Context: an optimization exercise on an open-source flow, tuned for small area, a short achievable clock period and few clock cycles. The choices shown serve that exercise and are no tape-out recipe. Only simulation tests tie the RTL to the original design; equivalence was not proved. No activity file was given, so power comes from the tool's default toggle rates.

Setup of lane 1:
// uint_to_decimal_ascii_core
module uint_to_decimal_ascii_core (
    input  logic         i_clk,
    input  logic         i_rst_n,
    input  logic         in_valid,
    output logic         in_ready,
    input  logic [31:0]  in_value,
    output logic         out_valid,
    input  logic         out_ready,
    output logic [5:0]   out_char,
    output logic         out_last
);
    localparam logic [1:0] P_IDLE  = 2'd0;    
    localparam logic [1:0] P_FIRST = 2'd3;    
    localparam logic [1:0] P_FETCH = 2'd1;    
    localparam logic [1:0] P_WAITX = 2'd2;    
    function automatic logic [3:0] add3(input logic [3:0] d);
        add3[3] = d[3] | (d[2] & (d[1] | d[0]));
        add3[2] = (d[2] & !d[1] & !d[0]) | (d[3] & d[0]);
        add3[1] = (!d[2] & d[1]) | (d[2] & d[1] & d[0]) | (d[3] & !d[0]);
        add3[0] = (!d[3] & !d[2] & d[0]) | (d[2] & d[1] & !d[0]) | (d[3] & !d[0]);
    endfunction
    function automatic logic [38:0] dd4(input logic [38:0] bcd, input logic [3:0] nib);
        logic [38:0] b;
        b = bcd;
        for (int s = 3; s >= 0; s--) begin
  ...
==> flow/config.mk <==
export PLATFORM = sky130hd
export DESIGN_NAME = uint_to_decimal_ascii_core
export DESIGN_NICKNAME = uint_to_decimal_ascii_core
export VERILOG_FILES = /design/flow/design.v
export SDC_FILE = /design/flow/constraint.sdc
export NUM_CORES = 4
export LEC_CHECK = 0
export ABC_AREA = 1
export CAP_MARGIN = 20
export CORE_MARGIN = 2
export CORE_UTILIZATION = 70
export CTS_BUF_LIST = sky130_fd_sc_hd__clkbuf_8
export PLACE_DENSITY = 0.75
export SLEW_MARGIN = 20
==> flow/constraint.sdc <==
create_clock -name core_clock -period 11.0 [get_ports {i_clk}]
set_input_delay 2.2000 -clock core_clock [delete_from_list [all_inputs] [get_ports {i_clk}]]
set_output_delay 2.2000 -clock core_clock [all_outputs]
set_load 0.01 [all_outputs]
standard.sh (not shown) runs the stock make flow with config.mk's settings and CLKGATE_MAP_FILE= SYNTH_SCRIPT=/design/flow/synth_recipe.tcl, a recipe that flattens the netlist after the stock synthesis.
==> flow/flow/run.sh <==
#!/bin/bash
# The standard layout (standard.sh: the standard flow's synthesis and the ORFS flow), changed in how
# it is made only:
#  - synthesis runs flow/synth.tcl, which is synth_recipe.tcl with ABC's mapping script
#    replaced by flow/abc_area2.script (same registers, smaller logic);
#  - the timing repair aims for SETUP_SLACK_MARGIN ns of setup slack, so that the achieved
#    period comes out well below the clock period;
#  - each port gets the smallest buffer cell (repair may still resize it).
# The make output (all tools) goes to flow_make.log; ORFS keeps each step's log under orfs/logs.
set -euo pipefail
export SETUP_SLACK_MARGIN=${MARGIN:-7.85}
export BUFFER_PORTS_ARGS="-buffer_cell sky130_fd_sc_hd__buf_1"
here=$(pwd)
sed "s#SYNTH_SCRIPT=[^ ]*#SYNTH_SCRIPT=${here}/flow/synth.tcl#" standard.sh > flow_standard.sh
grep -q "SYNTH_SCRIPT=${here}/flow/synth.tcl" flow_standard.sh
bash flow_standard.sh > flow_make.log 2>&1
==> flow/flow/abc_area2.script <==
strash
dch -f
map -a
mfs2
strash
dch -f
map -a
topo
stime -c
buffer -c
dnsize -c
==> flow/flow/synth.tcl <==
# The standard flow's synthesis (synth_recipe.tcl in the work folder), with its final ABC mapping run with
# abc_area2.script (an area-oriented script with two choice/mapping rounds and mfs2) in
# place of ORFS's abc_area.script. Registers and everything else are as synth_recipe.tcl makes
# them.
set ::own_flow_dir [file dirname [file normalize [info script]]]
proc abc {args} {
  set i [lsearch -exact $args -script]
  if {$i >= 0} {
    lset args [expr {$i + 1}] [file join $::own_flow_dir abc_area2.script]
  }
  yosys abc {*}$args
}
source [file join [file dirname $::own_flow_dir] synth_recipe.tcl]
Lane 1 finished end to end and its layout was clean on timing, DRC and antenna.
Testbench counts of lane 1, summed over its fixed seeds: cycles 18,062.
What lane 2 does differently from lane 1 at the input level:
- CORE_UTILIZATION changed from 70 to 60
- PLACE_DENSITY changed from 0.75 to 0.68
diff --git a/flow/flow/run.sh b/flow/flow/run.sh
--- a/flow/flow/run.sh
+++ b/flow/flow/run.sh
@@ -11 +11 @@
-export SETUP_SLACK_MARGIN=${MARGIN:-7.85}
+export SETUP_SLACK_MARGIN=${MARGIN:-8.0}
[summary]
- Compared with lane 1, weighted congestion at the end of routability-driven global placement in lane 2 decreased by a few percent.
- When lane 2 is set beside lane 1, its clock network area share turns out to be 0.21 points smaller.
- Against lane 1, lane 2 comes in 12 higher on non-clock buffer count.
- Changes observed in lane 2 relative to lane 1: share of total power in the clock network moved down; final critical delay including setup and external delays went down by 0.088 ns; slack of the worst reg-to-reg path shows an increase of 0.13 ns.
- [compare] base=lane 1 new=lane 2: number of cells in the finished layout apart from fillers went up; full die area went up; core utilization went down.
Changes in lane 3 relative to lane 2:
- PLACE_DENSITY: 0.68 -> 0.65
- CORE_UTILIZATION: 60 -> 55
diff --git a/flow/flow/run.sh b/flow/flow/run.sh
--- a/flow/flow/run.sh
+++ b/flow/flow/run.sh
@@ -11 +11 @@
-export SETUP_SLACK_MARGIN=${MARGIN:-8.0}
+export SETUP_SLACK_MARGIN=${MARGIN:-7.85}
## What came out
- Lane 3 does worse than lane 2 on setup slack after layout.
- Between lane 3 and lane 2, the power density over the cells figures differ only marginally.
- Number of buffer and inverter stages on the critical path came out exactly the same in lane 2 and lane 3.

========
run 1:
uint_to_decimal_ascii_core, a different RTL version from the one above (not shown whole).
For scale: ~1,100 cells after synthesis, about 150 flip-flops, ~8900 um^2 of cells after synthesis.
clock: 11.0 ns
lec_check: 0
abc_area: 1
cap_margin: 20
core_margin: 2
core_utilization: 55
cts_buf_list: sky130_fd_sc_hd__clkbuf_8
place_density: 0.65
slew_margin: 20
==> flow/flow/run.sh <==
#!/bin/bash
# The standard layout (standard.sh: the standard flow's own synthesis and ORFS flow) with two changes
# to how it is made: the timing repair aims for SETUP_SLACK_MARGIN ns of setup slack, so
# that the achieved period comes out well below the clock period, and each port gets the
# smallest buffer cell (repair may still resize it). The make output goes to
# flow_make.log.
set -euo pipefail
export SETUP_SLACK_MARGIN=${MARGIN:-7.6}
export BUFFER_PORTS_ARGS="-buffer_cell sky130_fd_sc_hd__buf_1"
bash standard.sh > flow_make.log 2>&1
Testbench counts of run 1, summed over its fixed seeds: cycles 17,923.
Setup changes, run 1 to run 2
Settings: ABC_AREA: 1 -> unset; CTS_BUF_LIST: sky130_fd_sc_hd__clkbuf_8 -> unset; PLACE_DENSITY: 0.65 -> 0.6; CORE_UTILIZATION: 55 -> 40.
==> flow/flow/run.sh <==
#!/bin/bash
# The standard layout (standard.sh: the standard flow's own synthesis and ORFS flow), with its timing
# repair aiming for setup slack of SETUP_SLACK_MARGIN ns beyond the clock period, so that
# the achieved period comes out well below it. The make output goes to flow_make.log.
set -euo pipefail
export SETUP_SLACK_MARGIN=${MARGIN:-7.2}
bash standard.sh > flow_make.log 2>&1
Findings:
Summary — mux share of post-synthesis cell area, run 2 relative to run 1: higher, by 7.2 points. Against run 1, fmax in run 2 came out worse. Summary of run 2 over run 1: power share of the clock group went up by 0.3 points; clock buffer instance count of the final layout went down by 2. Total power went up by more than 10% going from run 1 to run 2. Number of vias per cell (run 1 / run 2): 0.884.
For run 3, these inputs were changed with respect to run 2:
-- flow/flow/run.sh --
<<< run 2, line 6
export SETUP_SLACK_MARGIN=${MARGIN:-7.2}
>>> run 3, line 6
export SETUP_SLACK_MARGIN=${MARGIN:-7.6}
Routability congestion estimate: run 3 vs run 2 down 1.7%
Summary: with run 2 as the reference, wire length of the first global-routing pass in run 3 moved up by a few percent.
Run 3 vs run 2: number of nets in the layout up in run 3
Inputs modified between run 3 and run 4:
Settings: changing PLACE_DENSITY from 0.6 to 0.65; changing CORE_UTILIZATION from 40 to 55; setting ABC_AREA to 1 for the first time; setting CTS_BUF_LIST to sky130_fd_sc_hd__clkbuf_8 for the first time.
==> flow/flow/run.sh <==
#!/bin/bash
# The standard layout (standard.sh: the standard flow's synthesis and the ORFS flow), changed in how
# it is made only:
#  - synthesis runs flow/synth.tcl, which is synth_recipe.tcl with ABC's mapping script
#    replaced by flow/abc_area2.script (same registers, smaller logic);
#  - the timing repair aims for SETUP_SLACK_MARGIN ns of setup slack, so that the achieved
#    period comes out well below the clock period;
#  - each port gets the smallest buffer cell (repair may still resize it).
# The make output (all tools) goes to flow_make.log; ORFS keeps each step's log under orfs/logs.
set -euo pipefail
export SETUP_SLACK_MARGIN=${MARGIN:-7.6}
export BUFFER_PORTS_ARGS="-buffer_cell sky130_fd_sc_hd__buf_1"
here=$(pwd)
sed "s#SYNTH_SCRIPT=[^ ]*#SYNTH_SCRIPT=${here}/flow/synth.tcl#" standard.sh > flow_standard.sh
grep -q "SYNTH_SCRIPT=${here}/flow/synth.tcl" flow_standard.sh
bash flow_standard.sh > flow_make.log 2>&1
==> flow/flow/abc_area2.script (new file) <==
strash
dch -f
map -a
mfs2
strash
dch -f
map -a
topo
stime -c
buffer -c
dnsize -c
==> flow/flow/synth.tcl (new file) <==
# The standard flow's synthesis (synth_recipe.tcl in the work folder), with its final ABC mapping run with
# abc_area2.script (an area-oriented script with two choice/mapping rounds and mfs2) in
# place of ORFS's abc_area.script. Registers and everything else are as synth_recipe.tcl makes
# them.
set ::own_flow_dir [file dirname [file normalize [info script]]]
proc abc {args} {
  set i [lsearch -exact $args -script]
  if {$i >= 0} {
    lset args [expr {$i + 1}] [file join $::own_flow_dir abc_area2.script]
  }
  yosys abc {*}$args
}
source [file join [file dirname $::own_flow_dir] synth_recipe.tcl]
==> run notes <==
- Run 4 has completed all stages; timing, DRC and antenna checks passed.
- For run 4, the most frequent standard cell in the layout excluding fill and tap cells was sky130_fd_sc_hd__nor2_1, unlike run 3, where it was sky130_fd_sc_hd__edfxtp_1.
- Of run 3 and run 4, run 3 shows the higher cell area, with run 4 below it.
- Run 4 against run 3; number of buffers outside the clock class in the layout is down by more than 10%.
- From run 3 to run 4 the numbers moved as follows: fraction of power spent switching nets went up by 0.45 points, end-of-flow core utilization went up by 17 points, fmax went up by about 1.6%, share of cell area taken by flip-flops and latches went up by 13 points, routed wire length on met2 went down by 28%.
- Clock-pin slew reported for the worst setup and hold paths after clock tree synthesis essentially unchanged between run 3 and run 4.
- Between run 4 and run 3, it is run 4 whose power share of the combinational group is lower, by 4.2 points.
- Run 3 ended up with multi-input combinational cells as its cell kind with the greatest summed area; run 4 ended up with flip-flops and latches.
Here is what was changed in the inputs of run 5 compared with run 4.
Settings: a change of CORE_UTILIZATION from 55 to 40; a deleted CTS_BUF_LIST that had been sky130_fd_sc_hd__clkbuf_8; a change of PLACE_DENSITY from 0.65 to 0.6.
==> flow/flow/run.sh <==
#!/bin/bash
# The standard layout (standard.sh: the standard flow's own synthesis and ORFS flow), with its timing
# repair aiming for setup slack of SETUP_SLACK_MARGIN ns beyond the clock period, so that
# the achieved period comes out well below it. The make output goes to flow_make.log.
set -euo pipefail
export SETUP_SLACK_MARGIN=${MARGIN:-7.6}
bash standard.sh > flow_make.log 2>&1
removed: flow/flow/abc_area2.script
removed: flow/flow/synth.tcl
## What came out
In run 5, the final-layout clock buffer total came out 2 above the value in run 4. Run 5 — proportion of layout cells with a drive suffix above 1 3.2 points higher, run 4 as reference. Count of buffers added by post-CTS timing repair for setup came out lower on run 5 than on run 4. Synthesized cell count went up by more than 10% going from run 4 to run 5. Run 5 reports a higher final cell count without fillers than run 4 does.

-- re-timing with driven ports --
The results above use ideal ports. As a check the final layouts listed here were re-extracted and re-timed, cells and wires unchanged.
Step 1 sets driving cells, clkbuf_16 on the clock port and buf_2 on the other inputs (assumed; they add their load-dependent delay and slew).
Step 2 also shifts input and output timing later by t, the mid clock arrival at the registers, as if the neighbouring blocks saw the same clock.
a / b / c = ideal / step 1 / step 2; a / b = the first two.
run	t, ns	setup slack, ns	cell pins on the clock port's net
lane 1	0.461	7.747 / 7.742 / 7.282	1
lane 2	0.466	7.834 / 7.811 / 7.361	1
lane 3	0.463	7.826 / 7.829 / 7.366	1
run 1	0.479	7.857 / 7.822 / 7.514	1
run 2	0.476	7.382 / 7.407 / 6.931	1
run 3	0.468	7.637 / 7.645 / 7.197	1
run 4	0.491	7.689 / 7.710 / 7.218	1
run 5	0.461	7.707 / 7.689 / 7.265	1
After both steps every run listed still meets setup and hold. The setup slack of lane 2, which loses most, moves by -0.023 ns with the drivers and by -0.473 ns with both steps.
